What follows belongs to an exercise in optimizing a design on an open flow for small area and a short achievable clock period; a production flow would make more cautious choices.
Only simulation tests tie the RTL to the original design; equivalence was not proved.
Power and IR drop assume default switching activity.

===== flow/design.v =====
package datapath_pkg;
  localparam int DATA_W = 16;
  localparam int RF_AW  = 4;
  localparam int RAM_AW = 8;
  localparam logic [2:0] ALU_PASS = 3'd0;
  localparam logic [2:0] ALU_ADD  = 3'd1;
  localparam logic [2:0] ALU_SUB  = 3'd2;
  localparam logic [2:0] ALU_AND  = 3'd3;
  localparam logic [2:0] ALU_OR   = 3'd4;
  localparam logic [2:0] ALU_XOR  = 3'd5;
  localparam logic [2:0] ALU_NOT  = 3'd6;
  localparam logic [2:0] ALU_INC  = 3'd7;
endpackage
module dp_aoi222 (
  input  logic a0, b0, a1, b1, a2, b2,
  output logic y
);
  assign y = ~((a0 & b0) | (a1 & b1) | (a2 & b2));
endmodule
module dp_aoi22 (
  input  logic a0, b0, a1, b1,
  output logic y
);
  assign y = ~((a0 & b0) | (a1 & b1));
endmodule
module dp_ao222 (
  input  logic a0, b0, a1, b1, a2, b2,
  output logic y
);
  assign y = (a0 & b0) | (a1 & b1) | (a2 & b2);
endmodule
module dp_nand1 (
  input  logic a0,
  output logic y
);
  assign y = ~(a0);
endmodule
module dp_nor1 (
  input  logic a0,
  output logic y
);
  assign y = ~(a0);
endmodule
module dp_nand2 (
  input  logic a0, a1,
  output logic y
);
  assign y = ~(a0 & a1);
endmodule
module dp_nor2 (
  input  logic a0, a1,
  output logic y
);
  assign y = ~(a0 | a1);
endmodule
module dp_nand3 (
  input  logic a0, a1, a2,
  output logic y
);
  assign y = ~(a0 & a1 & a2);
endmodule
module dp_nor3 (
  input  logic a0, a1, a2,
  output logic y
);
  assign y = ~(a0 | a1 | a2);
endmodule
module dp_nand4 (
  input  logic a0, a1, a2, a3,
  output logic y
);
  assign y = ~(a0 & a1 & a2 & a3);
endmodule
module dp_nor4 (
  input  logic a0, a1, a2, a3,
  output logic y
);
  assign y = ~(a0 | a1 | a2 | a3);
endmodule
module dp_dec3 (
  input  logic [2:0] s,
  output logic [7:0] y
);
  always_comb begin
    for (int k = 0; k < 8; k++) y[k] = (s == 3'(k));
  end
endmodule
module dp_addsub16n #(
  parameter bit SUB = 1'b0
) (
  input  logic [15:0] an,
  input  logic [15:0] bn,
  output logic [15:0] s
);
  logic [15:0]      a, b, bb, p0;
  assign a = ~an;
  assign b = ~bn;
  logic [4:0][15:0] g, p;
  assign bb = SUB ? ~b : b;
  assign p0 = a ^ bb;
  assign p[0] = p0;
  assign g[0] = {a[15:1] & bb[15:1], SUB ? (a[0] | bb[0]) : (a[0] & bb[0])};
  for (genvar l = 0; l < 4; l++) begin : g_lvl
    for (genvar i = 0; i < 16; i++) begin : g_bit
      if (i >= (1 << l)) begin : g_op
        assign g[l+1][i] = g[l][i] | (p[l][i] & g[l][i - (1 << l)]);
        assign p[l+1][i] = p[l][i] & p[l][i - (1 << l)];
      end else begin : g_pass
        assign g[l+1][i] = g[l][i];
        assign p[l+1][i] = p[l][i];
      end
    end
  end
  assign s = p0 ^ {g[4][14:0], SUB};
endmodule
module dp_onehot_mux16n (
  input  logic [15:0] sel,
  input  logic [15:0] d,
  output logic y
);
  logic n0;
  dp_aoi222 u_n0 (.a0(sel[0]), .b0(d[0]), .a1(sel[1]), .b1(d[1]), .a2(sel[2]), .b2(d[2]), .y(n0));
  logic n1;
  dp_aoi222 u_n1 (.a0(sel[3]), .b0(d[3]), .a1(sel[4]), .b1(d[4]), .a2(sel[5]), .b2(d[5]), .y(n1));
  logic n2;
  dp_aoi222 u_n2 (.a0(sel[6]), .b0(d[6]), .a1(sel[7]), .b1(d[7]), .a2(sel[8]), .b2(d[8]), .y(n2));
  logic n3;
  dp_aoi222 u_n3 (.a0(sel[9]), .b0(d[9]), .a1(sel[10]), .b1(d[10]), .a2(sel[11]), .b2(d[11]), .y(n3));
  logic n4;
  dp_aoi222 u_n4 (.a0(sel[12]), .b0(d[12]), .a1(sel[13]), .b1(d[13]), .a2(sel[14]), .b2(d[14]), .y(n4));
  logic n5;
  dp_nand2 u_n5 (.a0(sel[15]), .a1(d[15]), .y(n5));
  logic t_l0_0;
  dp_nand3 u_t_l0_0 (.a0(n0), .a1(n1), .a2(n2), .y(t_l0_0));
  logic t_l0_1;
  dp_nand3 u_t_l0_1 (.a0(n3), .a1(n4), .a2(n5), .y(t_l0_1));
  logic t_l1_0;
  dp_nor2 u_t_l1_0 (.a0(t_l0_0), .a1(t_l0_1), .y(t_l1_0));
  assign y = t_l1_0;
endmodule
module dp_onehot_mux256 (
  input  logic [255:0] sel,
  input  logic [255:0] d,
  output logic y
);
  logic n0;
  dp_aoi222 u_n0 (.a0(sel[0]), .b0(d[0]), .a1(sel[1]), .b1(d[1]), .a2(sel[2]), .b2(d[2]), .y(n0));
  logic n1;
  dp_aoi222 u_n1 (.a0(sel[3]), .b0(d[3]), .a1(sel[4]), .b1(d[4]), .a2(sel[5]), .b2(d[5]), .y(n1));
  logic n2;
  dp_aoi222 u_n2 (.a0(sel[6]), .b0(d[6]), .a1(sel[7]), .b1(d[7]), .a2(sel[8]), .b2(d[8]), .y(n2));
  logic n3;
  dp_aoi222 u_n3 (.a0(sel[9]), .b0(d[9]), .a1(sel[10]), .b1(d[10]), .a2(sel[11]), .b2(d[11]), .y(n3));
  logic n4;
  dp_aoi222 u_n4 (.a0(sel[12]), .b0(d[12]), .a1(sel[13]), .b1(d[13]), .a2(sel[14]), .b2(d[14]), .y(n4));
  logic n5;
  dp_aoi222 u_n5 (.a0(sel[15]), .b0(d[15]), .a1(sel[16]), .b1(d[16]), .a2(sel[17]), .b2(d[17]), .y(n5));
  logic n6;
  dp_aoi222 u_n6 (.a0(sel[18]), .b0(d[18]), .a1(sel[19]), .b1(d[19]), .a2(sel[20]), .b2(d[20]), .y(n6));
  logic n7;
  dp_aoi222 u_n7 (.a0(sel[21]), .b0(d[21]), .a1(sel[22]), .b1(d[22]), .a2(sel[23]), .b2(d[23]), .y(n7));
  logic n8;
  dp_aoi222 u_n8 (.a0(sel[24]), .b0(d[24]), .a1(sel[25]), .b1(d[25]), .a2(sel[26]), .b2(d[26]), .y(n8));
  logic n9;
  dp_aoi222 u_n9 (.a0(sel[27]), .b0(d[27]), .a1(sel[28]), .b1(d[28]), .a2(sel[29]), .b2(d[29]), .y(n9));
  logic n10;
  dp_aoi222 u_n10 (.a0(sel[30]), .b0(d[30]), .a1(sel[31]), .b1(d[31]), .a2(sel[32]), .b2(d[32]), .y(n10));
  logic n11;
  dp_aoi222 u_n11 (.a0(sel[33]), .b0(d[33]), .a1(sel[34]), .b1(d[34]), .a2(sel[35]), .b2(d[35]), .y(n11));
  logic n12;
  dp_aoi222 u_n12 (.a0(sel[36]), .b0(d[36]), .a1(sel[37]), .b1(d[37]), .a2(sel[38]), .b2(d[38]), .y(n12));
  logic n13;
  dp_aoi222 u_n13 (.a0(sel[39]), .b0(d[39]), .a1(sel[40]), .b1(d[40]), .a2(sel[41]), .b2(d[41]), .y(n13));
  logic n14;
  dp_aoi222 u_n14 (.a0(sel[42]), .b0(d[42]), .a1(sel[43]), .b1(d[43]), .a2(sel[44]), .b2(d[44]), .y(n14));
  logic n15;
  dp_aoi222 u_n15 (.a0(sel[45]), .b0(d[45]), .a1(sel[46]), .b1(d[46]), .a2(sel[47]), .b2(d[47]), .y(n15));
  logic n16;
  dp_aoi222 u_n16 (.a0(sel[48]), .b0(d[48]), .a1(sel[49]), .b1(d[49]), .a2(sel[50]), .b2(d[50]), .y(n16));
  logic n17;
  dp_aoi222 u_n17 (.a0(sel[51]), .b0(d[51]), .a1(sel[52]), .b1(d[52]), .a2(sel[53]), .b2(d[53]), .y(n17));
  logic n18;
  dp_aoi222 u_n18 (.a0(sel[54]), .b0(d[54]), .a1(sel[55]), .b1(d[55]), .a2(sel[56]), .b2(d[56]), .y(n18));
  logic n19;
  dp_aoi222 u_n19 (.a0(sel[57]), .b0(d[57]), .a1(sel[58]), .b1(d[58]), .a2(sel[59]), .b2(d[59]), .y(n19));
  logic n20;
  dp_aoi222 u_n20 (.a0(sel[60]), .b0(d[60]), .a1(sel[61]), .b1(d[61]), .a2(sel[62]), .b2(d[62]), .y(n20));
  logic n21;
  dp_aoi222 u_n21 (.a0(sel[63]), .b0(d[63]), .a1(sel[64]), .b1(d[64]), .a2(sel[65]), .b2(d[65]), .y(n21));
  logic n22;
  dp_aoi222 u_n22 (.a0(sel[66]), .b0(d[66]), .a1(sel[67]), .b1(d[67]), .a2(sel[68]), .b2(d[68]), .y(n22));
  logic n23;
  dp_aoi222 u_n23 (.a0(sel[69]), .b0(d[69]), .a1(sel[70]), .b1(d[70]), .a2(sel[71]), .b2(d[71]), .y(n23));
  logic n24;
  dp_aoi222 u_n24 (.a0(sel[72]), .b0(d[72]), .a1(sel[73]), .b1(d[73]), .a2(sel[74]), .b2(d[74]), .y(n24));
  logic n25;
  dp_aoi222 u_n25 (.a0(sel[75]), .b0(d[75]), .a1(sel[76]), .b1(d[76]), .a2(sel[77]), .b2(d[77]), .y(n25));
  logic n26;
  dp_aoi222 u_n26 (.a0(sel[78]), .b0(d[78]), .a1(sel[79]), .b1(d[79]), .a2(sel[80]), .b2(d[80]), .y(n26));
  logic n27;
  dp_aoi222 u_n27 (.a0(sel[81]), .b0(d[81]), .a1(sel[82]), .b1(d[82]), .a2(sel[83]), .b2(d[83]), .y(n27));
  logic n28;
  dp_aoi222 u_n28 (.a0(sel[84]), .b0(d[84]), .a1(sel[85]), .b1(d[85]), .a2(sel[86]), .b2(d[86]), .y(n28));
  logic n29;
  dp_aoi222 u_n29 (.a0(sel[87]), .b0(d[87]), .a1(sel[88]), .b1(d[88]), .a2(sel[89]), .b2(d[89]), .y(n29));
  logic n30;
  dp_aoi222 u_n30 (.a0(sel[90]), .b0(d[90]), .a1(sel[91]), .b1(d[91]), .a2(sel[92]), .b2(d[92]), .y(n30));
  logic n31;
  dp_aoi222 u_n31 (.a0(sel[93]), .b0(d[93]), .a1(sel[94]), .b1(d[94]), .a2(sel[95]), .b2(d[95]), .y(n31));
  logic n32;
  dp_aoi222 u_n32 (.a0(sel[96]), .b0(d[96]), .a1(sel[97]), .b1(d[97]), .a2(sel[98]), .b2(d[98]), .y(n32));
  logic n33;
  dp_aoi222 u_n33 (.a0(sel[99]), .b0(d[99]), .a1(sel[100]), .b1(d[100]), .a2(sel[101]), .b2(d[101]), .y(n33));
  logic n34;
  dp_aoi222 u_n34 (.a0(sel[102]), .b0(d[102]), .a1(sel[103]), .b1(d[103]), .a2(sel[104]), .b2(d[104]), .y(n34));
  logic n35;
  dp_aoi222 u_n35 (.a0(sel[105]), .b0(d[105]), .a1(sel[106]), .b1(d[106]), .a2(sel[107]), .b2(d[107]), .y(n35));
  logic n36;
  dp_aoi222 u_n36 (.a0(sel[108]), .b0(d[108]), .a1(sel[109]), .b1(d[109]), .a2(sel[110]), .b2(d[110]), .y(n36));
  logic n37;
  dp_aoi222 u_n37 (.a0(sel[111]), .b0(d[111]), .a1(sel[112]), .b1(d[112]), .a2(sel[113]), .b2(d[113]), .y(n37));
  logic n38;
  dp_aoi222 u_n38 (.a0(sel[114]), .b0(d[114]), .a1(sel[115]), .b1(d[115]), .a2(sel[116]), .b2(d[116]), .y(n38));
  logic n39;
  dp_aoi222 u_n39 (.a0(sel[117]), .b0(d[117]), .a1(sel[118]), .b1(d[118]), .a2(sel[119]), .b2(d[119]), .y(n39));
  logic n40;
  dp_aoi222 u_n40 (.a0(sel[120]), .b0(d[120]), .a1(sel[121]), .b1(d[121]), .a2(sel[122]), .b2(d[122]), .y(n40));
  logic n41;
  dp_aoi222 u_n41 (.a0(sel[123]), .b0(d[123]), .a1(sel[124]), .b1(d[124]), .a2(sel[125]), .b2(d[125]), .y(n41));
  logic n42;
  dp_aoi222 u_n42 (.a0(sel[126]), .b0(d[126]), .a1(sel[127]), .b1(d[127]), .a2(sel[128]), .b2(d[128]), .y(n42));
  logic n43;
  dp_aoi222 u_n43 (.a0(sel[129]), .b0(d[129]), .a1(sel[130]), .b1(d[130]), .a2(sel[131]), .b2(d[131]), .y(n43));
  logic n44;
  dp_aoi222 u_n44 (.a0(sel[132]), .b0(d[132]), .a1(sel[133]), .b1(d[133]), .a2(sel[134]), .b2(d[134]), .y(n44));
  logic n45;
  dp_aoi222 u_n45 (.a0(sel[135]), .b0(d[135]), .a1(sel[136]), .b1(d[136]), .a2(sel[137]), .b2(d[137]), .y(n45));
  logic n46;
  dp_aoi222 u_n46 (.a0(sel[138]), .b0(d[138]), .a1(sel[139]), .b1(d[139]), .a2(sel[140]), .b2(d[140]), .y(n46));
  logic n47;
  dp_aoi222 u_n47 (.a0(sel[141]), .b0(d[141]), .a1(sel[142]), .b1(d[142]), .a2(sel[143]), .b2(d[143]), .y(n47));
  logic n48;
  dp_aoi222 u_n48 (.a0(sel[144]), .b0(d[144]), .a1(sel[145]), .b1(d[145]), .a2(sel[146]), .b2(d[146]), .y(n48));
  logic n49;
  dp_aoi222 u_n49 (.a0(sel[147]), .b0(d[147]), .a1(sel[148]), .b1(d[148]), .a2(sel[149]), .b2(d[149]), .y(n49));
  logic n50;
  dp_aoi222 u_n50 (.a0(sel[150]), .b0(d[150]), .a1(sel[151]), .b1(d[151]), .a2(sel[152]), .b2(d[152]), .y(n50));
  logic n51;
  dp_aoi222 u_n51 (.a0(sel[153]), .b0(d[153]), .a1(sel[154]), .b1(d[154]), .a2(sel[155]), .b2(d[155]), .y(n51));
  logic n52;
  dp_aoi222 u_n52 (.a0(sel[156]), .b0(d[156]), .a1(sel[157]), .b1(d[157]), .a2(sel[158]), .b2(d[158]), .y(n52));
  logic n53;
  dp_aoi222 u_n53 (.a0(sel[159]), .b0(d[159]), .a1(sel[160]), .b1(d[160]), .a2(sel[161]), .b2(d[161]), .y(n53));
  logic n54;
  dp_aoi222 u_n54 (.a0(sel[162]), .b0(d[162]), .a1(sel[163]), .b1(d[163]), .a2(sel[164]), .b2(d[164]), .y(n54));
  logic n55;
  dp_aoi222 u_n55 (.a0(sel[165]), .b0(d[165]), .a1(sel[166]), .b1(d[166]), .a2(sel[167]), .b2(d[167]), .y(n55));
  logic n56;
  dp_aoi222 u_n56 (.a0(sel[168]), .b0(d[168]), .a1(sel[169]), .b1(d[169]), .a2(sel[170]), .b2(d[170]), .y(n56));
  logic n57;
  dp_aoi222 u_n57 (.a0(sel[171]), .b0(d[171]), .a1(sel[172]), .b1(d[172]), .a2(sel[173]), .b2(d[173]), .y(n57));
  logic n58;
  dp_aoi222 u_n58 (.a0(sel[174]), .b0(d[174]), .a1(sel[175]), .b1(d[175]), .a2(sel[176]), .b2(d[176]), .y(n58));
  logic n59;
  dp_aoi222 u_n59 (.a0(sel[177]), .b0(d[177]), .a1(sel[178]), .b1(d[178]), .a2(sel[179]), .b2(d[179]), .y(n59));
  logic n60;
  dp_aoi222 u_n60 (.a0(sel[180]), .b0(d[180]), .a1(sel[181]), .b1(d[181]), .a2(sel[182]), .b2(d[182]), .y(n60));
  logic n61;
  dp_aoi222 u_n61 (.a0(sel[183]), .b0(d[183]), .a1(sel[184]), .b1(d[184]), .a2(sel[185]), .b2(d[185]), .y(n61));
  logic n62;
  dp_aoi222 u_n62 (.a0(sel[186]), .b0(d[186]), .a1(sel[187]), .b1(d[187]), .a2(sel[188]), .b2(d[188]), .y(n62));
  logic n63;
  dp_aoi222 u_n63 (.a0(sel[189]), .b0(d[189]), .a1(sel[190]), .b1(d[190]), .a2(sel[191]), .b2(d[191]), .y(n63));
  logic n64;
  dp_aoi222 u_n64 (.a0(sel[192]), .b0(d[192]), .a1(sel[193]), .b1(d[193]), .a2(sel[194]), .b2(d[194]), .y(n64));
  logic n65;
  dp_aoi222 u_n65 (.a0(sel[195]), .b0(d[195]), .a1(sel[196]), .b1(d[196]), .a2(sel[197]), .b2(d[197]), .y(n65));
  logic n66;
  dp_aoi222 u_n66 (.a0(sel[198]), .b0(d[198]), .a1(sel[199]), .b1(d[199]), .a2(sel[200]), .b2(d[200]), .y(n66));
  logic n67;
  dp_aoi222 u_n67 (.a0(sel[201]), .b0(d[201]), .a1(sel[202]), .b1(d[202]), .a2(sel[203]), .b2(d[203]), .y(n67));
  logic n68;
  dp_aoi222 u_n68 (.a0(sel[204]), .b0(d[204]), .a1(sel[205]), .b1(d[205]), .a2(sel[206]), .b2(d[206]), .y(n68));
  logic n69;
  dp_aoi222 u_n69 (.a0(sel[207]), .b0(d[207]), .a1(sel[208]), .b1(d[208]), .a2(sel[209]), .b2(d[209]), .y(n69));
  logic n70;
  dp_aoi222 u_n70 (.a0(sel[210]), .b0(d[210]), .a1(sel[211]), .b1(d[211]), .a2(sel[212]), .b2(d[212]), .y(n70));
  logic n71;
  dp_aoi222 u_n71 (.a0(sel[213]), .b0(d[213]), .a1(sel[214]), .b1(d[214]), .a2(sel[215]), .b2(d[215]), .y(n71));
  logic n72;
  dp_aoi222 u_n72 (.a0(sel[216]), .b0(d[216]), .a1(sel[217]), .b1(d[217]), .a2(sel[218]), .b2(d[218]), .y(n72));
  logic n73;
  dp_aoi222 u_n73 (.a0(sel[219]), .b0(d[219]), .a1(sel[220]), .b1(d[220]), .a2(sel[221]), .b2(d[221]), .y(n73));
  logic n74;
  dp_aoi222 u_n74 (.a0(sel[222]), .b0(d[222]), .a1(sel[223]), .b1(d[223]), .a2(sel[224]), .b2(d[224]), .y(n74));
  logic n75;
  dp_aoi222 u_n75 (.a0(sel[225]), .b0(d[225]), .a1(sel[226]), .b1(d[226]), .a2(sel[227]), .b2(d[227]), .y(n75));
  logic n76;
  dp_aoi222 u_n76 (.a0(sel[228]), .b0(d[228]), .a1(sel[229]), .b1(d[229]), .a2(sel[230]), .b2(d[230]), .y(n76));
  logic n77;
  dp_aoi222 u_n77 (.a0(sel[231]), .b0(d[231]), .a1(sel[232]), .b1(d[232]), .a2(sel[233]), .b2(d[233]), .y(n77));
  logic n78;
  dp_aoi222 u_n78 (.a0(sel[234]), .b0(d[234]), .a1(sel[235]), .b1(d[235]), .a2(sel[236]), .b2(d[236]), .y(n78));
  logic n79;
  dp_aoi222 u_n79 (.a0(sel[237]), .b0(d[237]), .a1(sel[238]), .b1(d[238]), .a2(sel[239]), .b2(d[239]), .y(n79));
  logic n80;
  dp_aoi222 u_n80 (.a0(sel[240]), .b0(d[240]), .a1(sel[241]), .b1(d[241]), .a2(sel[242]), .b2(d[242]), .y(n80));
  logic n81;
  dp_aoi222 u_n81 (.a0(sel[243]), .b0(d[243]), .a1(sel[244]), .b1(d[244]), .a2(sel[245]), .b2(d[245]), .y(n81));
  logic n82;
  dp_aoi222 u_n82 (.a0(sel[246]), .b0(d[246]), .a1(sel[247]), .b1(d[247]), .a2(sel[248]), .b2(d[248]), .y(n82));
  logic n83;
  dp_aoi222 u_n83 (.a0(sel[249]), .b0(d[249]), .a1(sel[250]), .b1(d[250]), .a2(sel[251]), .b2(d[251]), .y(n83));
  logic n84;
  dp_aoi222 u_n84 (.a0(sel[252]), .b0(d[252]), .a1(sel[253]), .b1(d[253]), .a2(sel[254]), .b2(d[254]), .y(n84));
  logic n85;
  dp_nand2 u_n85 (.a0(sel[255]), .a1(d[255]), .y(n85));
  logic t_l0_0;
  dp_nand3 u_t_l0_0 (.a0(n0), .a1(n1), .a2(n2), .y(t_l0_0));
  logic t_l0_1;
  dp_nand3 u_t_l0_1 (.a0(n3), .a1(n4), .a2(n5), .y(t_l0_1));
  logic t_l0_2;
  dp_nand3 u_t_l0_2 (.a0(n6), .a1(n7), .a2(n8), .y(t_l0_2));
  logic t_l0_3;
  dp_nand3 u_t_l0_3 (.a0(n9), .a1(n10), .a2(n11), .y(t_l0_3));
  logic t_l0_4;
  dp_nand3 u_t_l0_4 (.a0(n12), .a1(n13), .a2(n14), .y(t_l0_4));
  logic t_l0_5;
  dp_nand3 u_t_l0_5 (.a0(n15), .a1(n16), .a2(n17), .y(t_l0_5));
  logic t_l0_6;
  dp_nand3 u_t_l0_6 (.a0(n18), .a1(n19), .a2(n20), .y(t_l0_6));
  logic t_l0_7;
  dp_nand3 u_t_l0_7 (.a0(n21), .a1(n22), .a2(n23), .y(t_l0_7));
  logic t_l0_8;
  dp_nand3 u_t_l0_8 (.a0(n24), .a1(n25), .a2(n26), .y(t_l0_8));
  logic t_l0_9;
  dp_nand3 u_t_l0_9 (.a0(n27), .a1(n28), .a2(n29), .y(t_l0_9));
  logic t_l0_10;
  dp_nand3 u_t_l0_10 (.a0(n30), .a1(n31), .a2(n32), .y(t_l0_10));
  logic t_l0_11;
  dp_nand3 u_t_l0_11 (.a0(n33), .a1(n34), .a2(n35), .y(t_l0_11));
  logic t_l0_12;
  dp_nand3 u_t_l0_12 (.a0(n36), .a1(n37), .a2(n38), .y(t_l0_12));
  logic t_l0_13;
  dp_nand3 u_t_l0_13 (.a0(n39), .a1(n40), .a2(n41), .y(t_l0_13));
  logic t_l0_14;
  dp_nand3 u_t_l0_14 (.a0(n42), .a1(n43), .a2(n44), .y(t_l0_14));
  logic t_l0_15;
  dp_nand3 u_t_l0_15 (.a0(n45), .a1(n46), .a2(n47), .y(t_l0_15));
  logic t_l0_16;
  dp_nand3 u_t_l0_16 (.a0(n48), .a1(n49), .a2(n50), .y(t_l0_16));
  logic t_l0_17;
  dp_nand3 u_t_l0_17 (.a0(n51), .a1(n52), .a2(n53), .y(t_l0_17));
  logic t_l0_18;
  dp_nand3 u_t_l0_18 (.a0(n54), .a1(n55), .a2(n56), .y(t_l0_18));
  logic t_l0_19;
  dp_nand3 u_t_l0_19 (.a0(n57), .a1(n58), .a2(n59), .y(t_l0_19));
  logic t_l0_20;
  dp_nand3 u_t_l0_20 (.a0(n60), .a1(n61), .a2(n62), .y(t_l0_20));
  logic t_l0_21;
  dp_nand3 u_t_l0_21 (.a0(n63), .a1(n64), .a2(n65), .y(t_l0_21));
  logic t_l0_22;
  dp_nand3 u_t_l0_22 (.a0(n66), .a1(n67), .a2(n68), .y(t_l0_22));
  logic t_l0_23;
  dp_nand3 u_t_l0_23 (.a0(n69), .a1(n70), .a2(n71), .y(t_l0_23));
  logic t_l0_24;
  dp_nand3 u_t_l0_24 (.a0(n72), .a1(n73), .a2(n74), .y(t_l0_24));
  logic t_l0_25;
  dp_nand3 u_t_l0_25 (.a0(n75), .a1(n76), .a2(n77), .y(t_l0_25));
  logic t_l0_26;
  dp_nand3 u_t_l0_26 (.a0(n78), .a1(n79), .a2(n80), .y(t_l0_26));
  logic t_l0_27;
  dp_nand3 u_t_l0_27 (.a0(n81), .a1(n82), .a2(n83), .y(t_l0_27));
  logic t_l0_28;
  dp_nand2 u_t_l0_28 (.a0(n84), .a1(n85), .y(t_l0_28));
  logic t_l1_0;
  dp_nor2 u_t_l1_0 (.a0(t_l0_0), .a1(t_l0_1), .y(t_l1_0));
  logic t_l1_1;
  dp_nor2 u_t_l1_1 (.a0(t_l0_2), .a1(t_l0_3), .y(t_l1_1));
  logic t_l1_2;
  dp_nor2 u_t_l1_2 (.a0(t_l0_4), .a1(t_l0_5), .y(t_l1_2));
  logic t_l1_3;
  dp_nor2 u_t_l1_3 (.a0(t_l0_6), .a1(t_l0_7), .y(t_l1_3));
  logic t_l1_4;
  dp_nor2 u_t_l1_4 (.a0(t_l0_8), .a1(t_l0_9), .y(t_l1_4));
  logic t_l1_5;
  dp_nor2 u_t_l1_5 (.a0(t_l0_10), .a1(t_l0_11), .y(t_l1_5));
  logic t_l1_6;
  dp_nor2 u_t_l1_6 (.a0(t_l0_12), .a1(t_l0_13), .y(t_l1_6));
  logic t_l1_7;
  dp_nor2 u_t_l1_7 (.a0(t_l0_14), .a1(t_l0_15), .y(t_l1_7));
  logic t_l1_8;
  dp_nor2 u_t_l1_8 (.a0(t_l0_16), .a1(t_l0_17), .y(t_l1_8));
  logic t_l1_9;
  dp_nor2 u_t_l1_9 (.a0(t_l0_18), .a1(t_l0_19), .y(t_l1_9));
  logic t_l1_10;
  dp_nor2 u_t_l1_10 (.a0(t_l0_20), .a1(t_l0_21), .y(t_l1_10));
  logic t_l1_11;
  dp_nor2 u_t_l1_11 (.a0(t_l0_22), .a1(t_l0_23), .y(t_l1_11));
  logic t_l1_12;
  dp_nor2 u_t_l1_12 (.a0(t_l0_24), .a1(t_l0_25), .y(t_l1_12));
  logic t_l1_13;
  dp_nor2 u_t_l1_13 (.a0(t_l0_26), .a1(t_l0_27), .y(t_l1_13));
  logic t_l1_14;
  dp_nor1 u_t_l1_14 (.a0(t_l0_28), .y(t_l1_14));
  logic t_l2_0;
  dp_nand3 u_t_l2_0 (.a0(t_l1_0), .a1(t_l1_1), .a2(t_l1_2), .y(t_l2_0));
  logic t_l2_1;
  dp_nand3 u_t_l2_1 (.a0(t_l1_3), .a1(t_l1_4), .a2(t_l1_5), .y(t_l2_1));
  logic t_l2_2;
  dp_nand3 u_t_l2_2 (.a0(t_l1_6), .a1(t_l1_7), .a2(t_l1_8), .y(t_l2_2));
  logic t_l2_3;
  dp_nand3 u_t_l2_3 (.a0(t_l1_9), .a1(t_l1_10), .a2(t_l1_11), .y(t_l2_3));
  logic t_l2_4;
  dp_nand3 u_t_l2_4 (.a0(t_l1_12), .a1(t_l1_13), .a2(t_l1_14), .y(t_l2_4));
  logic t_l3_0;
  dp_nor2 u_t_l3_0 (.a0(t_l2_0), .a1(t_l2_1), .y(t_l3_0));
  logic t_l3_1;
  dp_nor2 u_t_l3_1 (.a0(t_l2_2), .a1(t_l2_3), .y(t_l3_1));
  logic t_l3_2;
  dp_nor1 u_t_l3_2 (.a0(t_l2_4), .y(t_l3_2));
  logic t_l4_0;
  dp_nand3 u_t_l4_0 (.a0(t_l3_0), .a1(t_l3_1), .a2(t_l3_2), .y(t_l4_0));
  assign y = t_l4_0;
endmodule
module datapath_unit #(
  parameter int DATA_W    = datapath_pkg::DATA_W,
  parameter int RF_DEPTH  = 1 << datapath_pkg::RF_AW,
  parameter int RAM_DEPTH = 1 << datapath_pkg::RAM_AW
) (
  input  logic                         Clk,
  input  logic                         Reset,
  input  logic [2:0]                   ALU_s,
  input  logic [$clog2(RAM_DEPTH)-1:0] D_addr,
  input  logic                         D_wr,
  input  logic [$clog2(RF_DEPTH)-1:0]  RF_Ra_addr,
  input  logic [$clog2(RF_DEPTH)-1:0]  RF_Rb_addr,
  input  logic                         RF_WenA,
  input  logic                         RF_WenB,
  output logic [DATA_W-1:0]            Ra_data,
  output logic [DATA_W-1:0]            Rb_data,
  output logic [DATA_W-1:0]            ALU_Out,
  output logic                         ALU_Z,
  output logic [DATA_W-1:0]            D_rdata
);
  localparam int RAM_AW = $clog2(RAM_DEPTH);
  localparam int RF_AW  = $clog2(RF_DEPTH);
  logic [RF_DEPTH-1:0][DATA_W-1:0] rf_q;
  logic [RF_DEPTH-1:0]             rf_valid;
  logic [RF_DEPTH-1:0]             rf_rd_a, rf_rd_b;
  logic [DATA_W-1:0]               ra_q, rb_q;
  logic [RF_DEPTH-1:0]             rf_sel_a, rf_sel_b;
  logic [DATA_W-1:0]               ra_next, rb_next, ra_n, rb_n;
  logic [DATA_W-1:0]               alu_out;
  logic [DATA_W-1:0]               d_rdata_q;
  always_comb begin
    for (int i = 0; i < RF_DEPTH; i++) begin
      rf_sel_a[i] = (RF_Ra_addr == RF_AW'(i));
      rf_sel_b[i] = (RF_Rb_addr == RF_AW'(i));
      rf_rd_a[i]  = rf_sel_a[i] && rf_valid[i];
      rf_rd_b[i]  = rf_sel_b[i] && rf_valid[i];
    end
  end
  for (genvar b = 0; b < DATA_W; b++) begin : g_rf_rd
    logic [RF_DEPTH-1:0] col;
    for (genvar i = 0; i < RF_DEPTH; i++) begin : g_col
      assign col[i] = rf_q[i][b];
    end
    dp_onehot_mux16n u_mux_a (.sel(rf_rd_a), .d(col), .y(ra_n[b]));
    dp_onehot_mux16n u_mux_b (.sel(rf_rd_b), .d(col), .y(rb_n[b]));
  end
  assign ra_next = ~ra_n;
  assign rb_next = ~rb_n;
  logic [RF_DEPTH-1:0]             rf_we_a, rf_we_b, rf_hold;
  logic [RF_DEPTH-1:0][DATA_W-1:0] rf_d;
  always_comb begin
    for (int i = 0; i < RF_DEPTH; i++) begin
      rf_we_a[i] = RF_WenA && rf_sel_a[i];
      rf_we_b[i] = RF_WenB && rf_sel_b[i] && !rf_we_a[i];
      rf_hold[i] = !(rf_we_a[i] || rf_we_b[i]);
    end
  end
  for (genvar i = 0; i < RF_DEPTH; i++) begin : g_rf_wr
    for (genvar b = 0; b < DATA_W; b++) begin : g_bit
      dp_ao222 u_wr (
        .a0 (rf_we_a[i]), .b0 (d_rdata_q[b]),
        .a1 (rf_we_b[i]), .b1 (alu_out[b]),
        .a2 (rf_hold[i]), .b2 (rf_q[i][b]),
        .y  (rf_d[i][b])
      );
    end
  end
  always_ff @(posedge Clk) begin
    rf_q <= rf_d;
  end
  always_ff @(posedge Clk or posedge Reset) begin
    if (Reset) begin
      rf_valid <= '0;
      ra_q     <= '0;
      rb_q     <= '0;
    end else begin
      rf_valid <= rf_valid | ~rf_hold;
      ra_q     <= ra_next;
      rb_q     <= rb_next;
    end
  end
  assign Ra_data = ra_q;
  assign Rb_data = rb_q;
  logic [DATA_W-1:0] sum_d, diff_d, inc_d;
  logic              z_pass_d, z_add_d, z_eq_d, z_and_d, z_or_d, z_ones_d;
  dp_addsub16n #(.SUB(1'b0)) u_add (.an(ra_n), .bn(rb_n), .s(sum_d));
  dp_addsub16n #(.SUB(1'b1)) u_sub (.an(ra_n), .bn(rb_n), .s(diff_d));
  assign inc_d    = ra_next + 1'b1;
  assign z_pass_d = ~|ra_next;
  assign z_add_d  = &((ra_next ^ rb_next) ~^ {ra_next[DATA_W-2:0] | rb_next[DATA_W-2:0], 1'b0});
  assign z_eq_d   = (ra_next == rb_next);
  assign z_and_d  = ~|(ra_next & rb_next);
  assign z_or_d   = ~|(ra_next | rb_next);
  assign z_ones_d = &ra_next;
  logic [DATA_W-1:0] sum_q, diff_q, inc_q, ram_wdn_q;
  logic              z_pass_q, z_add_q, z_eq_q, z_and_q, z_or_q, z_ones_q;
  always_ff @(posedge Clk or posedge Reset) begin
    if (Reset) begin
      sum_q    <= '0;
      diff_q   <= '0;
      inc_q    <= DATA_W'(1);
      ram_wdn_q <= '1;
      z_pass_q <= 1'b1;
      z_add_q  <= 1'b1;
      z_eq_q   <= 1'b1;
      z_and_q  <= 1'b1;
      z_or_q   <= 1'b1;
      z_ones_q <= 1'b0;
    end else begin
      sum_q    <= sum_d;
      diff_q   <= diff_d;
      inc_q    <= inc_d;
      ram_wdn_q <= ra_n;
      z_pass_q <= z_pass_d;
      z_add_q  <= z_add_d;
      z_eq_q   <= z_eq_d;
      z_and_q  <= z_and_d;
      z_or_q   <= z_or_d;
      z_ones_q <= z_ones_d;
    end
  end
  logic [3:0][7:0] op_q4;
  logic [7:0]      op_rf;
  for (genvar g = 0; g < 4; g++) begin : g_dec
    dp_dec3 u_dec (.s(ALU_s), .y(op_q4[g]));
  end
  dp_dec3 u_dec_rf (.s(ALU_s), .y(op_rf));
  logic [DATA_W-1:0] and_w, or_w, xor_w;
  assign and_w = ra_q & rb_q;
  assign or_w  = ra_q | rb_q;
  assign xor_w = ra_q ^ rb_q;
  logic [DATA_W-1:0] alu_port;
  for (genvar b = 0; b < DATA_W; b++) begin : g_alu
    logic [7:0] op;
    logic       p0, p1, p2, p3, n0, n1, n2;
    assign op = op_q4[b / 4];
    dp_aoi22 u_p0 (
      .a0 (op[datapath_pkg::ALU_PASS]), .b0 (ra_q[b]),
      .a1 (op[datapath_pkg::ALU_ADD]),  .b1 (sum_q[b]),
      .y  (p0)
    );
    dp_aoi22 u_p1 (
      .a0 (op[datapath_pkg::ALU_SUB]),  .b0 (diff_q[b]),
      .a1 (op[datapath_pkg::ALU_AND]),  .b1 (and_w[b]),
      .y  (p1)
    );
    dp_aoi22 u_p2 (
      .a0 (op[datapath_pkg::ALU_OR]),   .b0 (or_w[b]),
      .a1 (op[datapath_pkg::ALU_XOR]),  .b1 (xor_w[b]),
      .y  (p2)
    );
    dp_aoi22 u_p3 (
      .a0 (op[datapath_pkg::ALU_NOT]),  .b0 (~ra_q[b]),
      .a1 (op[datapath_pkg::ALU_INC]),  .b1 (inc_q[b]),
      .y  (p3)
    );
    assign alu_port[b] = ~(p0 & p1 & p2 & p3);
    dp_aoi222 u_m0 (
      .a0 (op_rf[datapath_pkg::ALU_PASS]), .b0 (ra_q[b]),
      .a1 (op_rf[datapath_pkg::ALU_ADD]),  .b1 (sum_q[b]),
      .a2 (op_rf[datapath_pkg::ALU_SUB]),  .b2 (diff_q[b]),
      .y  (n0)
    );
    dp_aoi222 u_m1 (
      .a0 (op_rf[datapath_pkg::ALU_AND]),  .b0 (and_w[b]),
      .a1 (op_rf[datapath_pkg::ALU_OR]),   .b1 (or_w[b]),
      .a2 (op_rf[datapath_pkg::ALU_XOR]),  .b2 (xor_w[b]),
      .y  (n1)
    );
    dp_aoi22 u_m2 (
      .a0 (op_rf[datapath_pkg::ALU_NOT]),  .b0 (~ra_q[b]),
      .a1 (op_rf[datapath_pkg::ALU_INC]),  .b1 (inc_q[b]),
      .y  (n2)
    );
    assign alu_out[b] = ~(n0 & n1 & n2);
  end
  logic zn0, zn1, zn2, zn3;
  dp_aoi22 u_z0 (
    .a0 (op_q4[0][datapath_pkg::ALU_PASS]), .b0 (z_pass_q),
    .a1 (op_q4[0][datapath_pkg::ALU_ADD]),  .b1 (z_add_q),
    .y  (zn0)
  );
  dp_aoi22 u_z1 (
    .a0 (op_q4[0][datapath_pkg::ALU_SUB]),  .b0 (z_eq_q),
    .a1 (op_q4[0][datapath_pkg::ALU_AND]),  .b1 (z_and_q),
    .y  (zn1)
  );
  dp_aoi22 u_z2 (
    .a0 (op_q4[0][datapath_pkg::ALU_OR]),   .b0 (z_or_q),
    .a1 (op_q4[0][datapath_pkg::ALU_XOR]),  .b1 (z_eq_q),
    .y  (zn2)
  );
  dp_aoi22 u_z3 (
    .a0 (op_q4[0][datapath_pkg::ALU_NOT]),  .b0 (z_ones_q),
    .a1 (op_q4[0][datapath_pkg::ALU_INC]),  .b1 (z_ones_q),
    .y  (zn3)
  );
  assign ALU_Z   = ~(zn0 & zn1 & zn2 & zn3);
  assign ALU_Out = alu_port;
  logic [RAM_DEPTH-1:0][DATA_W-1:0] ram_q;
  logic [RAM_DEPTH-1:0]             ram_sel;
  logic [DATA_W-1:0]                rd;
  always_comb begin
    for (int w = 0; w < RAM_DEPTH; w++) ram_sel[w] = (D_addr == RAM_AW'(w));
  end
  always_ff @(posedge Clk) begin
    for (int w = 0; w < RAM_DEPTH; w++)
      if (D_wr && !Reset && ram_sel[w]) ram_q[w] <= ~ram_wdn_q;
  end
  for (genvar b = 0; b < DATA_W; b++) begin : g_ram_rd
    logic [RAM_DEPTH-1:0] col;
    for (genvar w = 0; w < RAM_DEPTH; w++) begin : g_col
      assign col[w] = ram_q[w][b];
    end
    dp_onehot_mux256 u_mux (.sel(ram_sel), .d(col), .y(rd[b]));
  end
  always_ff @(posedge Clk or posedge Reset) begin
    if (Reset) d_rdata_q <= '0;
    else       d_rdata_q <= rd;
  end
  assign D_rdata = d_rdata_q;
endmodule

===== flow/run.sh =====
#!/bin/bash
# synth_recipe.tcl (not shown) runs the flow's synth.tcl, then flattens the netlist and writes it again
# the make line also repeats each setting of config.mk as NAME=value (left out here)
make -C /OpenROAD-flow-scripts/flow DESIGN_CONFIG=/design/flow/config.mk WORK_HOME=/design/flow/orfs CLKGATE_MAP_FILE= SYNTH_SCRIPT=/design/flow/synth_recipe.tcl finish

===== flow/config.mk =====
export PLATFORM = sky130hd
export DESIGN_NAME = datapath_unit
export DESIGN_NICKNAME = datapath_unit
export VERILOG_FILES = /design/flow/design.v
export SDC_FILE = /design/flow/constraint.sdc
export NUM_CORES = 4
export LEC_CHECK = 0
export CAP_MARGIN = 20
export CELL_PAD_IN_SITES_DETAIL_PLACEMENT = 1
export CELL_PAD_IN_SITES_GLOBAL_PLACEMENT = 1
export CORE_MARGIN = 2
export CORE_UTILIZATION = 45
export CTS_CLUSTER_DIAMETER = 90
export CTS_CLUSTER_SIZE = 25
export SETUP_SLACK_MARGIN = 2.9
export SLEW_MARGIN = 20
export SYNTH_HIERARCHICAL = 1
export SYNTH_MINIMUM_KEEP_SIZE = 0
export TNS_END_PERCENT = 8

===== flow/constraint.sdc =====
create_clock -name core_clock -period 6.5 [get_ports {Clk}]
set_input_delay 1.3000 -clock core_clock [delete_from_list [all_inputs] [get_ports {Clk}]]
set_output_delay 1.3000 -clock core_clock [all_outputs]
set_load 0.01 [all_outputs]

==> results of run 1 <==
## cell usage after synthesis, drive strengths merged, types with 20 or more instances
library cell	instances	share of area [%]
xnor2	28	0.15
nand2	92	0.21
nand4	39	0.15
nor2	867	2.0
and3	38	0.15
buf	33	0.13
edfxtp	4096	75
a222oi	1808	11
clkbuf	88	0.20
inv	441	1.0
nand3	645	2.0
dfstp	21	0.34
dfxtp	256	3.1
nor3	36	0.11
dfrtp	112	1.7
a22oi	84	0.64
nand2b	20	0.086
a21oi	23	0.082
xor2	20	0.11
ha	96	0.73
## per-module statistics from Yosys, one instance, submodules excluded, excerpt
module | flops+latches | area (um^2) | times used
dp_aoi22 | 0 | 12.5 | 84
dp_ao222 | 0 | 13.8 | 256
dp_nor2 | 0 | 3.75 | 288
dp_nand2 | 0 | 3.75 | 64
datapath_unit | 4485 | 137000 | 1
dp_aoi222 | 0 | 10.0 | 1552
dp_dec3 | 0 | 65.1 | 5
dp_nand3 | 0 | 5.00 | 608
dp_nor1 | 0 | 3.75 | 32
## through the flow
step	utilization [%]	instances	power (W)
6_report	51.2	14900	0.0596
5_1_grt	51.2	14900	0.0613
4_1_cts	51.1	14900	0.0597
3_5_place_dp	48.7	14400	0.0445
3_3_place_gp	48.7	14400	0.0440
2_1_floorplan	-	9011	0.0405
## final cells by class
class,count,share of cell area [%]
clock inverter,40,0.297
antenna,14,0.0189
tap,4794,3.23
inverter,441,0.957
clock buffer,247,2.93
multi-input combinational,3968,17.3
sequential,4485,70.9
timing repair buffer,952,4.43
## power breakdown
group | switching [W] | total, W | internal, W
clock | 0.00901 | 0.0153 | 0.00628
sequential | 0.000839 | 0.0356 | 0.0347
combinational | 0.00651 | 0.00875 | 0.00224
## final timing paths
| kind | startpoint | endpoint | slack, ns | depth (start not counted) |
|---|---|---|---|---|
| max | D_addr[4] | d_rdata_q[6] | 2.66 | 12 |
| min | rf_valid[15] | rf_valid[15] | 0.51 | 1 |
| max reg2reg | rf_valid[3] | sum_q[14] | 2.89 | 11 |
| min reg2reg | rf_valid[15] | rf_valid[15] | 0.51 | 1 |
| max in group asynchronous | Reset | ra_q[2] | 4.30 | 3 |
| min in group asynchronous | Reset | d_rdata_q[10] | 0.91 | 2 |
## placed cells by master (no fill, tap or decap), types with 21 or more instances in the layout
cell type        count
inv_1              409
buf_4              786
nand3_2             35
ha_1                73
nand2_1             82
dfstp_2             21
nand3_1            602
nand4_1             39
nor2_1             729
dfxtp_1            256
edfxtp_1          4096
dfrtp_1             94
buf_12              47
xnor2_1             27
a222oi_1          1808
clkbuf_1            35
nor2_4              54
nor2_2              84
clkdlybuf4s50_1     50
clkbuf_16          212
a22oi_2             84
and3_4              33
## metal layers
metal	vias to the layer above	GRT usage [%]	wire (um)	share of wire, %
met4	4	7.79	16300	3.0
met1	53900	42.0	221000	41
li1	41500	-	-	-
met2	5556	45.2	251000	47
met3	638	3.39	49400	9.2
met5	-	0	23	0.0043
## cell families after synthesis
group	share of synthesized area, %
flops	80.3
compound gates	12.0
xor+xnor	0.257
mux	0.0183
simple gates	5.25
fa+ha+maj	0.758
buf+inv	1.35
## worst max-delay path: stages
cell and delay [ns]:
clkdlybuf4s18_2 0.35, buf_4 0.24, nand4b_1 0.40, buf_12 0.24, nor2_1 0.06, buf_4 0.21, a222oi_1 0.61, nand3_1 0.29
nor2_1 0.29, nand3_1 0.31, inv_1 0.24, nand3_1 0.10
## what timing repair did
action,4_1_cts,5_1_grt
pin swaps,139,62
resized for setup,449,58
gates cloned,11,0
setup endpoints to repair,2274,73
setup buffers,156,24
## sequential cells by signal, summed over array words and instances, names as in the netlist
register and count:
diff_q 16, rf_q 256, ram_q 4096, rb_q 16, z_eq_q 1, inc_q 15
ra_q 16, z_add_q 1, sum_q 16, z_pass_q 1, ram_wdn_q 16, z_and_q 1
rf_valid 16, z_ones_q 1, d_rdata_q 16, z_or_q 1
==> results.txt, run 1 <==
- DRC viols: 0
- Storage cell area: 132000 um^2
- WHS: 0.508 ns
- Minimum clock period: 3.84 ns
- Rows: 221
- Total routed wirelength: 538 mm
- CTS H-Tree Depth: 4
- Critical Path End Type: flop
- Clock Latency Late Sink: 0.98 ns
- Cell variety after synth: 71
- CTS buffer count: 210
- Worst path arrival time: 4.69 ns
- Setup-violating endpoint count in the final report: 0
- Worst slew pin tran: 1.20 ns
- Post-route cell area: 186000 um^2
- Final period utilization: 59.0%
- Final-report hold violation count: 0
- Crit path max fanout: 16
- Post-route setup TNS: 0 ns
- Clock Tree Root: clkbuf_16
- Die area: 369000 um^2
- Share of post-route cells with drive strength above 1: 16.6%
- Cts-stage hold buffer count: 0
- Clock-pin slew on the worst setup and hold paths: 0.11 ns
- Initial DRT Pass Iterations: 14
- Seq cells post-synth: 4485
- Initial antenna violation count: 21
- Mapped Nets: 9133
- Layout net count: 10200
- Max-Cap Viols: 0
- First-pass GRT wire length: 758 mm
- Setup WS post-layout: 2.66 ns
- P&R area growth vs syn: 13.4%
- Crit path kind: in2reg
- Sink Count: 4485
- 1st-iter DRT viols: 20500
- All-Layer GR Usage: 28.6%
- Relative slew slack: 20.1%
- Worst EP required: 7.35 ns
- VDD IR max: 297 uV
- Status: timing/DRC/antenna clean
- Setup WS pre-CTS: 0.468 ns
- Cell Area, Placed: 176000 um^2
- DP HPWL: 328 mm
- Avg Inst Size Synth: 18.2 um^2
- Number of synthesis warnings: 8
- Gate count of the mapped netlist: 9011
- Initial core utilization: 45.2%
- Die Y: 607 um
- GRT Residual Overflow: 0
- Vias per cell: 6.79
- Area of the multi-input gates: 32100 um^2
- Largest net degree at the start of global routing: 157
- Pwr Density: 321 nW/um^2
- Asr flop ratio synth: 2.97%
- Unrepaired setup endpoints after global routing: yes
- Synthesized area: 164000 um^2
- F_max: 261 MHz
- Core footprint: 362000 um^2
- TritonCTS clock tree: built
- Gpl congestion: 0.873
- Number of synthesized flops with an enable pin: 4096
- CTS Buffer Depth: 4
- Slew Viols, Final: 0
- Ports: 89
- PortBufs: 88
- Startpoint Class: input port
- Die W: 607 um
- Hold Path Class: reg2reg
- Avg WL per Cell: 36.0 um
- Leak pwr: 62.1 nW
- Vias in the first global route: 100000
- Vias post-DR: 102000
- Top FF cell, synth: edfxtp_1
- Worst setup skew after layout: 0.0527 ns
- Fill cells: 33300
- ANT nets after route: 0
- Sequential share of the synthesized area: 80.3%
==> run 2: changes to the inputs <==
--- a/flow/design.v
+++ b/flow/design.v
@@ -87,12 +87,10 @@
 endmodule
-module dp_addsub16n #(
+module dp_addsub16 #(
   parameter bit SUB = 1'b0
 ) (
-  input  logic [15:0] an,
-  input  logic [15:0] bn,
+  input  logic [15:0] a,
+  input  logic [15:0] b,
   output logic [15:0] s
 );
-  logic [15:0]      a, b, bb, p0;
-  assign a = ~an;
-  assign b = ~bn;
+  logic [15:0]      bb, p0;
   logic [4:0][15:0] g, p;
@@ -115,3 +113,3 @@
 endmodule
-module dp_onehot_mux16n (
+module dp_onehot_mux16 (
   input  logic [15:0] sel,
@@ -121,13 +119,17 @@
   logic n0;
-  dp_aoi222 u_n0 (.a0(sel[0]), .b0(d[0]), .a1(sel[1]), .b1(d[1]), .a2(sel[2]), .b2(d[2]), .y(n0));
+  dp_aoi22 u_n0 (.a0(sel[0]), .b0(d[0]), .a1(sel[1]), .b1(d[1]), .y(n0));
   logic n1;
-  dp_aoi222 u_n1 (.a0(sel[3]), .b0(d[3]), .a1(sel[4]), .b1(d[4]), .a2(sel[5]), .b2(d[5]), .y(n1));
+  dp_aoi22 u_n1 (.a0(sel[2]), .b0(d[2]), .a1(sel[3]), .b1(d[3]), .y(n1));
   logic n2;
-  dp_aoi222 u_n2 (.a0(sel[6]), .b0(d[6]), .a1(sel[7]), .b1(d[7]), .a2(sel[8]), .b2(d[8]), .y(n2));
+  dp_aoi22 u_n2 (.a0(sel[4]), .b0(d[4]), .a1(sel[5]), .b1(d[5]), .y(n2));
   logic n3;
-  dp_aoi222 u_n3 (.a0(sel[9]), .b0(d[9]), .a1(sel[10]), .b1(d[10]), .a2(sel[11]), .b2(d[11]), .y(n3));
+  dp_aoi22 u_n3 (.a0(sel[6]), .b0(d[6]), .a1(sel[7]), .b1(d[7]), .y(n3));
   logic n4;
-  dp_aoi222 u_n4 (.a0(sel[12]), .b0(d[12]), .a1(sel[13]), .b1(d[13]), .a2(sel[14]), .b2(d[14]), .y(n4));
+  dp_aoi22 u_n4 (.a0(sel[8]), .b0(d[8]), .a1(sel[9]), .b1(d[9]), .y(n4));
   logic n5;
-  dp_nand2 u_n5 (.a0(sel[15]), .a1(d[15]), .y(n5));
+  dp_aoi22 u_n5 (.a0(sel[10]), .b0(d[10]), .a1(sel[11]), .b1(d[11]), .y(n5));
+  logic n6;
+  dp_aoi22 u_n6 (.a0(sel[12]), .b0(d[12]), .a1(sel[13]), .b1(d[13]), .y(n6));
+  logic n7;
+  dp_aoi22 u_n7 (.a0(sel[14]), .b0(d[14]), .a1(sel[15]), .b1(d[15]), .y(n7));
   logic t_l0_0;
@@ -136,5 +138,11 @@
   dp_nand3 u_t_l0_1 (.a0(n3), .a1(n4), .a2(n5), .y(t_l0_1));
+  logic t_l0_2;
+  dp_nand2 u_t_l0_2 (.a0(n6), .a1(n7), .y(t_l0_2));
   logic t_l1_0;
   dp_nor2 u_t_l1_0 (.a0(t_l0_0), .a1(t_l0_1), .y(t_l1_0));
-  assign y = t_l1_0;
+  logic t_l1_1;
+  dp_nor1 u_t_l1_1 (.a0(t_l0_2), .y(t_l1_1));
+  logic t_l2_0;
+  dp_nand2 u_t_l2_0 (.a0(t_l1_0), .a1(t_l1_1), .y(t_l2_0));
+  assign y = t_l2_0;
 endmodule
@@ -452,3 +460,3 @@
   logic [RF_DEPTH-1:0]             rf_sel_a, rf_sel_b;
-  logic [DATA_W-1:0]               ra_next, rb_next, ra_n, rb_n;
+  logic [DATA_W-1:0]               ra_next, rb_next;
   logic [DATA_W-1:0]               alu_out;
@@ -468,7 +476,5 @@
     end
-    dp_onehot_mux16n u_mux_a (.sel(rf_rd_a), .d(col), .y(ra_n[b]));
-    dp_onehot_mux16n u_mux_b (.sel(rf_rd_b), .d(col), .y(rb_n[b]));
+    dp_onehot_mux16 u_mux_a (.sel(rf_rd_a), .d(col), .y(ra_next[b]));
+    dp_onehot_mux16 u_mux_b (.sel(rf_rd_b), .d(col), .y(rb_next[b]));
   end
-  assign ra_next = ~ra_n;
-  assign rb_next = ~rb_n;
   logic [RF_DEPTH-1:0]             rf_we_a, rf_we_b, rf_hold;
@@ -510,4 +516,4 @@
   logic              z_pass_d, z_add_d, z_eq_d, z_and_d, z_or_d, z_ones_d;
-  dp_addsub16n #(.SUB(1'b0)) u_add (.an(ra_n), .bn(rb_n), .s(sum_d));
-  dp_addsub16n #(.SUB(1'b1)) u_sub (.an(ra_n), .bn(rb_n), .s(diff_d));
+  dp_addsub16 #(.SUB(1'b0)) u_add (.a(ra_next), .b(rb_next), .s(sum_d));
+  dp_addsub16 #(.SUB(1'b1)) u_sub (.a(ra_next), .b(rb_next), .s(diff_d));
   assign inc_d    = ra_next + 1'b1;
@@ -537,3 +543,3 @@
       inc_q    <= inc_d;
-      ram_wdn_q <= ra_n;
+      ram_wdn_q <= ~ra_next;
       z_pass_q <= z_pass_d;
--- a/flow/config.mk
+++ b/flow/config.mk
@@ -14,3 +14,3 @@
 export CTS_CLUSTER_SIZE = 25
-export SETUP_SLACK_MARGIN = 2.9
+export SETUP_SLACK_MARGIN = 3.2
 export SLEW_MARGIN = 20
@@ -18,2 +18,2 @@
 export SYNTH_MINIMUM_KEEP_SIZE = 0
-export TNS_END_PERCENT = 8
+export TNS_END_PERCENT = 5
==> run 2 against run 1 <==
- critical path depth is 4 lower
- cell area rose by 2.2%
- still clean on timing, DRC and antenna
- utilization up 0.59 points
- synthesized area grew 1.2%
- largest power group unchanged
- flip-flop and latch count is the same
- fmax grew 4.1%
- power grew 0.86%
- hold slack improved by 0.027 ns
- largest cell class unchanged
==> results.txt, run 2 <==
- Commonest non-fill, non-tap cell in the layout: edfxtp_1
- Combinational share of power: 15.4%
- Top FF cell, synth: edfxtp_1
- Fill cells: 33200
- Synth area leaders: edfxtp_1, a222oi_1, dfxtp_1
- Ports: 89
- Share of post-route cells with drive strength above 1: 21.3%
- Largest register by flop count: ram_q
- DP HPWL: 333 mm
- Die W: 611 um
- Final period utilization: 56.7%
- Startpoint Class: input port
- Post-synth top area share: 74.3%
- Util after Layout: 51.8%
- Top cells by count, synth: edfxtp_1, a222oi_1, nor2_1, nand3_1, inv_1
- 1st-iter DRT viols: 19800
- Internal: 0.0434 W
- Die Y: 611 um
- VDD IR max: 307 uV
- Vias post-DR: 102000
- Storage cell area: 132000 um^2
- All-Layer GR Usage: 29.0%
- Main combinational cell family by area after synthesis: compound AO/OA/AOI/OAI gates
- Worst setup skew after layout: 0.0636 ns
- Area of the multi-input gates: 35200 um^2
- Avg Inst Size Synth: 18.2 um^2
- Switching share of power: 27.9%
- Most frequent cells in the layout: edfxtp_1, a222oi_1, buf_4
- Unrepaired setup endpoints after global routing: yes
- Crit path kind: in2out
- Setup-violating endpoint count in the final report: 0
- Clock Tree Root: clkbuf_16
- Post-synthesis mux area share: 0.0181%
- Avg WL per Cell: 36.4 um
- Clock share of power: 25.2%
- Worst EP required: 5.20 ns
- Minimum clock period: 3.68 ns
- Synthesized area: 166000 um^2
- Post-route setup TNS: 0 ns
- Crit path max fanout: 8
- Power share of the sequential group: 59.4%
- TritonCTS clock tree: built
- Vias in the first global route: 101000
- Cell variety after synth: 76
- CTS H-Tree Depth: 4
- Slew Viols, Final: 0
- Net switching power: 0.0167 W
- Max-Cap Viols: 0
- Synth Area in Compound Gates: 12.8%
- Asr flop ratio synth: 2.97%
- Die area: 373000 um^2
- Status: timing/DRC/antenna clean
- CTS Buffer Depth: 4
- Biggest regs: ram_q (4096), rf_q (256)
- Vias per cell: 6.75
- PortBufs: 88
- Yosys top cell by area: edfxtp_1
- Relative slew slack: 21.3%
- Cell total after placement: 14500
- Sequential share of the synthesized area: 79.4%
- Cts-stage hold buffer count: 0
- Clock-pin slew on the worst setup and hold paths: 0.11 ns
- Seq cells post-synth: 4485
- Adder-cell share of the synthesized area: 0.750%
- Final-report hold violation count: 0
- Number of synthesized flops with an enable pin: 4096
- Layout net count: 10400
- DRC viols: 0
- GRT Residual Overflow: 0
- Gate count of the mapped netlist: 9111
- Core footprint: 366000 um^2
- Non-filler instance count after layout: 15200
- First-pass GRT wire length: 778 mm
- ANT nets after route: 0
- Most frequent cell after synthesis: edfxtp_1
- Hold Path Class: reg2reg
- Max reg flops: 4096
- Largest net degree at the start of global routing: 166
- Critical Path End Type: primary output
- Post-Synth XOR/XNOR Area: 0.296%
- P&R area growth vs syn: 14.6%
- Clock Latency Late Sink: 1.00 ns
- Initial DRT Pass Iterations: 11
- F_max: 271 MHz
- Worst slew pin tran: 1.18 ns
- Initial antenna violation count: 14
- Total routed wirelength: 551 mm
- CTS buffer count: 208
- Initial core utilization: 45.2%
- Rows: 222
- Pwr Density: 317 nW/um^2
- Number of synthesis warnings: 8
- Leak pwr: 63.1 nW
- Sink Count: 4485
- Worst path arrival time: 2.38 ns
- Gpl congestion: 0.850
- Post-synthesis simple-gate area fraction: 5.39%
- Mapped Nets: 9233
-- run 2: changes by cell type in the layout (fill, tap and decap cells not counted), moves of 44 or more --
| cell | delta |
|---|---|
| a222oi_1 | -160 |
| a22oi_2 | +256 |
| buf_12 | +48 |
| nand3_1 | -44 |
| nor2_1 | -98 |
| nor2_2 | +60 |
-- run 2: path summary, 6_finish.rpt --
kind | startpoint | depth (start not counted) | slack [ns] | end
max | ALU_s[1] | 8 | 2.82 | ALU_Out[0]
min | rf_valid[2] | 1 | 0.54 | rf_valid[2]
max reg2reg | rf_valid[1] | 14 | 3.24 | diff_q[15]
min reg2reg | rf_valid[2] | 1 | 0.54 | rf_valid[2]
max in group asynchronous | Reset | 3 | 4.15 | ra_q[0]
min in group asynchronous | Reset | 2 | 1.15 | d_rdata_q[0]
-- run 2: modules after synthesis, one instance, submodules excluded, a selection --
module         cells inside  flip-flops and latches  area [um^2]
dp_aoi222                 1                       0         10.0
dp_dec3                   8                       0         65.1
datapath_unit          5570                    4485       137000
dp_nor2                   1                       0         3.75
dp_aoi22                  1                       0         12.5
dp_nand2                  1                       0         3.75
dp_nor1                   1                       0         3.75
dp_ao222                  2                       0         13.8
dp_nand3                  1                       0         5.00
-- run 2: logic make-up (layout without fill, tap and decap cells) --
group | count (synthesis) | after routing
AOI/OAI and AO/OA | 2053 | 2053
DFF | 4485 | 4485
and+or+nand+nor | 1876 | 1888
muxes | 3 | 3
adders and majority gates | 98 | 98
buffers and inverters | 540 | 1747
other | 0 | 9
xor gates and xnor gates | 56 | 56
-- run 2: area by class of cell --
cell class / instances / share of cell area, %
sequential: 4485 / 69.3
clock buffer: 264 / 2.88
inverter: 442 / 0.946
timing repair buffer: 1009 / 4.90
multi-input combinational: 4098 / 18.5
tap: 4816 / 3.18
clock inverter: 32 / 0.230
antenna: 9 / 0.0119
-- run 2: timing repair --
item	in CTS	in global routing
setup buffers	277	11
endpoints found under the setup margin	3163	408
pin swaps	268	14
gates cloned	17	1
gates resized for setup	780	35
-- run 2: per-stage QoR --
step                      power [W]  setup WS (ns)  instance area, um^2  hold slack, ns
after global routing         0.0618           2.76               190000           0.559
after global placement       0.0445          0.368               178000           0.484
after detailed placement     0.0449          0.391               178000           0.492
after floorplan              0.0408           2.66               166000           0.464
final                        0.0601           2.82               190000           0.535
after CTS                    0.0602           2.81               189000           0.528
-- run 2: layer usage --
layer	GRT usage, %	vias up	share of wire, %
met5	0	-	0.0060
met4	7.65	6	3.0
met3	3.25	618	8.6
met2	46.7	5305	47
met1	42.0	54400	41
li1	-	41900	-
-- run 2: critical path, stage by stage --
cell and delay (ns):
buf_16 0.12, buf_8 0.13, nor3b_1 0.19, buf_4 0.17
buf_4 0.13, a22oi_2 0.07, nand4_1 0.12, buf_2 0.14
-- run 2: power by group through the flow --
stage	Clock, W	Sequential [W]	Combinational [W]
floorplan	0	0.0366	0.00420
global placement	0	0.0363	0.00819
finish	0.0151	0.0357	0.00927
detailed placement	0	0.0364	0.00856
global route	0.0162	0.0358	0.00981
CTS	0.0154	0.0357	0.00918

==> what the ideal ports hide <==
No port has a modelled driver above. Below, the same layouts with a new extraction and two added sets of constraints. Step 1 assumes that a clkbuf_16 drives the clock port and a buf_2 every other input. Step 2, shift: input delay + t, output delay - t, t = (earliest + latest rising clock arrival at the registers) / 2. This alone moves slack from input paths to output paths. a / b / c = ideal / step 1 / step 2; a / b = the first two.
run	shift t [ns]	setup slack, ns	worst setup path at the end
run 1	1.061	2.664 / 2.522 / 1.637	input to register
run 2	1.067	2.816 / 2.595 / 1.956	input to register
After both steps every run listed still meets setup and hold. For run 1, which loses most, drivers alone change the setup slack by -0.142 ns; drivers and shift together by -1.027 ns.
